Background: an optimization exercise with open tools, aiming at small area and few clock cycles per item. Do not read the settings as production practice. Only simulation tests tie the RTL to the original design; equivalence was not proved.

Setup of job 4121:
// str_dot_top
module str_dot_top (
    input  logic               clk,
    input  logic               rst,
    input  logic [63:0]        in_a,
    input  logic [63:0]        in_b,
    input  logic               in_last,
    input  logic               in_valid,
    output logic               in_ready,
    output logic signed [14:0] out_dot,
    output logic signed [10:0] out_sum,
    output logic               out_last,
    output logic               out_valid,
    input  logic               out_ready
);
Size: about 41 flip-flops, about 0.015 mm^2 of cells after synthesis.
==> flow/config.mk <==
export PLATFORM = sky130hd
export DESIGN_NAME = str_dot_top
export DESIGN_NICKNAME = str_dot_top
export VERILOG_FILES = /design/flow/design.v
export SDC_FILE = /design/flow/constraint.sdc
export NUM_CORES = 4
export LEC_CHECK = 0
export CAP_MARGIN = 20
export CORE_MARGIN = 2
export CORE_UTILIZATION = 80
export CTS_BUF_LIST = sky130_fd_sc_hd__clkbuf_8
export GPL_TIMING_DRIVEN = 0
export PLACE_DENSITY = 0.88
export SETUP_SLACK_MARGIN = 0.05
export SLEW_MARGIN = 20
export SYNTH_HIERARCHICAL = 1
==> flow/constraint.sdc <==
create_clock -name core_clock -period 6.0 [get_ports {clk}]
set_input_delay 1.2000 -clock core_clock [delete_from_list [all_inputs] [get_ports {clk}]]
set_output_delay 1.2000 -clock core_clock [all_outputs]
set_load 0.01 [all_outputs]
standard.sh (not shown) runs the stock make flow with config.mk's settings and CLKGATE_MAP_FILE= SYNTH_SCRIPT=/design/flow/synth_recipe.tcl, a recipe that flattens the netlist after the stock synthesis.
==> flow/flow/run.sh <==
#!/bin/bash
# Standard ORFS layout (the standard.sh, unchanged synthesis), with the port
# buffers made from a small plain buffer instead of the default choice, and a
# clock tree without dummy loads.
set -euo pipefail
bash standard.sh BUFFER_PORTS_ARGS="-buffer_cell sky130_fd_sc_hd__buf_2" \
  CTS_ARGS="-sink_clustering_enable -repair_clock_nets -buf_list sky130_fd_sc_hd__clkbuf_8 -dont_use_dummy_load" \
  finish > flow.log 2>&1
Testbench counts of job 4121, summed over its fixed seeds: cycles 2,056, items 2,048.
#### Input delta (job 7601 over job 4121)
Settings: swapping 80 for 70 in CORE_UTILIZATION; swapping 0.88 for 0.8 in PLACE_DENSITY.
--- a/flow/flow/run.sh
+++ b/flow/flow/run.sh
@@ -6 +6 @@
-bash standard.sh BUFFER_PORTS_ARGS="-buffer_cell sky130_fd_sc_hd__buf_2" \
+bash standard.sh BUFFER_PORTS_ARGS="-buffer_cell sky130_fd_sc_hd__buf_1" \
--- outcome ---
The flow did not stop early for job 7601: all stages ran, and the layout cleared the timing, DRC and antenna checks. In terms of area overhead of the layout relative to synthesis, job 7601 and job 4121 differ only marginally. Job 7601 against job 4121: final area saw little to no change, wire length on met3 saw a decrease, endpoint required time on the critical path saw little to no change, count of cell instances traversed by the critical path saw little to no change.
### job 7601 -> job 9646
Settings: a deleted SETUP_SLACK_MARGIN that had been 0.05.
--- a/flow/flow/run.sh
+++ b/flow/flow/run.sh
@@ -6 +6 @@
-bash standard.sh BUFFER_PORTS_ARGS="-buffer_cell sky130_fd_sc_hd__buf_1" \
+bash standard.sh BUFFER_PORTS_ARGS="-buffer_cell sky130_fd_sc_hd__buf_2" \
## What came out
- Across job 9646 and job 7601, none had a timing, DRC or antenna violation.
- Register-to-register slack | job 9646 below job 7601
- Diff job 9646..job 7601 | share of the clock period used by the worst path | negligible

* * *

== juniper ==
Another version of the RTL of str_dot_top (not shown whole).
For scale: roughly 1300 cells after synthesis, ~50 flip-flops.
export LEC_CHECK = 0
export CAP_MARGIN = 20
export CORE_MARGIN = 2
export CORE_UTILIZATION = 70
export CTS_BUF_LIST = sky130_fd_sc_hd__clkbuf_8
export CTS_CLUSTER_DIAMETER = 100
export CTS_CLUSTER_SIZE = 30
export GPL_TIMING_DRIVEN = 0
export PLACE_DENSITY = 0.8
export SETUP_SLACK_MARGIN = 0.05
export SLEW_MARGIN = 20
export SYNTH_HIERARCHICAL = 1
create_clock -name core_clock -period 6.0 [get_ports {clk}]
==> flow/flow/run.sh <==
#!/bin/bash
# Standard ORFS layout (the standard.sh, unchanged synthesis), with the port
# buffers made from the smallest plain buffer instead of the default choice.
set -euo pipefail
bash standard.sh BUFFER_PORTS_ARGS="-buffer_cell sky130_fd_sc_hd__buf_2" finish > flow.log 2>&1
Every stage of the flow completed for juniper, and the final layout passed the timing, DRC and antenna checks.
Testbench counts of juniper, summed over its fixed seeds: cycles 2,056, items 2,048.
### juniper -> amber
Settings: a deleted SETUP_SLACK_MARGIN that had been 0.05; a deleted CTS_CLUSTER_SIZE that had been 30; a change of PLACE_DENSITY from 0.8 to 0.6; a deleted CTS_CLUSTER_DIAMETER that had been 100; a deleted GPL_TIMING_DRIVEN that had been 0; a deleted CTS_BUF_LIST that had been sky130_fd_sc_hd__clkbuf_8; a change of CORE_UTILIZATION from 70 to 40.
==> flow/run.sh (new file) <==
#!/bin/bash
# synth_recipe.tcl (not shown) runs the flow's synth.tcl, then flattens the netlist and writes it again
# the make line also repeats each setting of config.mk as NAME=value (left out here)
make -C /OpenROAD-flow-scripts/flow DESIGN_CONFIG=/design/flow/config.mk WORK_HOME=/design/flow/orfs CLKGATE_MAP_FILE= SYNTH_SCRIPT=/design/flow/synth_recipe.tcl finish
removed: flow/flow/run.sh
removed: flow/standard.sh
--- outcome ---
Comparing juniper against amber, there is no change at all in count of endpoints failing hold in the final timing report.
amber finished every stage; the final checks, however, were not passed, the failures being setup timing.
Summary of amber over juniper: post-layout worst setup margin now smaller.
For non-filler instance count after layout, dividing the value from amber by the value from juniper gives 1.3.
The highest metal layer with signal wires comes out met4 in one run and met5 in the other, namely in amber and juniper respectively.
Measured against each other, amber and juniper differ in total wire length after detailed routing, the lower figure coming from juniper.
Largest clock skew in the final design: amber and juniper compared, lower one is amber
Relative to amber, the following input files were edited for yarrow:
Settings: GPL_TIMING_DRIVEN now 0, previously not set.
### Flow results
Top routing layer in use: met5 -> yarrow, met4 -> amber
When yarrow is set beside amber, its length of the first detailed-routing pass in iterations turns out to be 3 smaller.
Compare yarrow and amber | minimum setup slack in the final design higher: yarrow
Worst hold slack: yarrow vs amber up 59 ps
amber has a higher final design instance area without fill than yarrow.
On basic-gate share of the synthesized area counting and, or, nand and nor cells, yarrow and amber are basically level.
yarrow completed end to end with timing, DRC and antenna clean.
> inputs changed (yarrow -> raven)
Settings: changing PLACE_DENSITY from 0.6 to 0.7; changing CORE_UTILIZATION from 40 to 60; setting SETUP_SLACK_MARGIN to 0.1 for the first time; setting CTS_BUF_LIST to sky130_fd_sc_hd__clkbuf_8 for the first time.
==> flow/flow/run.sh (new file) <==
#!/bin/bash
# Standard ORFS layout (the standard.sh, unchanged synthesis), with the port
# buffers made from the smallest plain buffer instead of the default choice.
set -euo pipefail
bash standard.sh BUFFER_PORTS_ARGS="-buffer_cell sky130_fd_sc_hd__buf_2" finish > flow.log 2>&1
==> flow/standard.sh (new file) <==
#!/bin/bash
# synth_recipe.tcl (not shown) runs the flow's synth.tcl, then flattens the netlist and writes it again
# the make line also repeats each setting of config.mk as NAME=value (left out here)
make -C /OpenROAD-flow-scripts/flow DESIGN_CONFIG=/design/flow/config.mk WORK_HOME=/design/flow/orfs CLKGATE_MAP_FILE= SYNTH_SCRIPT=/design/flow/synth_recipe.tcl "${@:-finish}"
removed: flow/run.sh
==> run summary <==
[compare] base=yarrow new=raven: clock-pin transition on the worst setup and hold timing paths grew by 20 ps, cell count along the critical path grew by 1.

==> port drivers added, routing unchanged <==
The flow's constraints put no driver on any port. The routed layouts listed below were extracted and timed again, unchanged, in two steps.
Step 1: set_driving_cell puts a clkbuf_16 on clk and a buf_2 on each other input, an assumption about the parent block.
Step 2 times the ports against the registers' clock, not the clock port: input delays grow and output delays shrink by t, the midpoint of the rising clock arrivals with the driver on.
Slacks: no drivers / after step 1 / after step 2; pairs: no drivers / after step 1.
| run | t, ns | setup slack, ns | latest minus earliest clock arrival (ns) |
|---|---|---|---|
| job 4121 | 0.321 | 0.093 / 0.099 / -0.221 | 0.012 / 0.013 |
| job 7601 | 0.321 | 0.088 / 0.090 / -0.231 | 0.018 / 0.018 |
| job 9646 | 0.343 | 0.088 / 0.100 / -0.243 | 0.028 / 0.028 |
| juniper | 0.354 | 0.042 / 0.047 / -0.307 | 0.012 / 0.012 |
| amber | 0.334 | -0.067 / -0.080 / -0.414 | 0.006 / 0.006 |
| yarrow | 0.329 | 0.049 / 0.049 / -0.266 | 0.005 / 0.004 |
| raven | 0.335 | 0.118 / 0.113 / -0.222 | 0.009 / 0.009 |
With both steps, setup timing fails in 6 of these runs, where it was met with ideal ports. For juniper, which loses most, drivers alone change the setup slack by +0.005 ns; drivers and shift together by -0.349 ns.
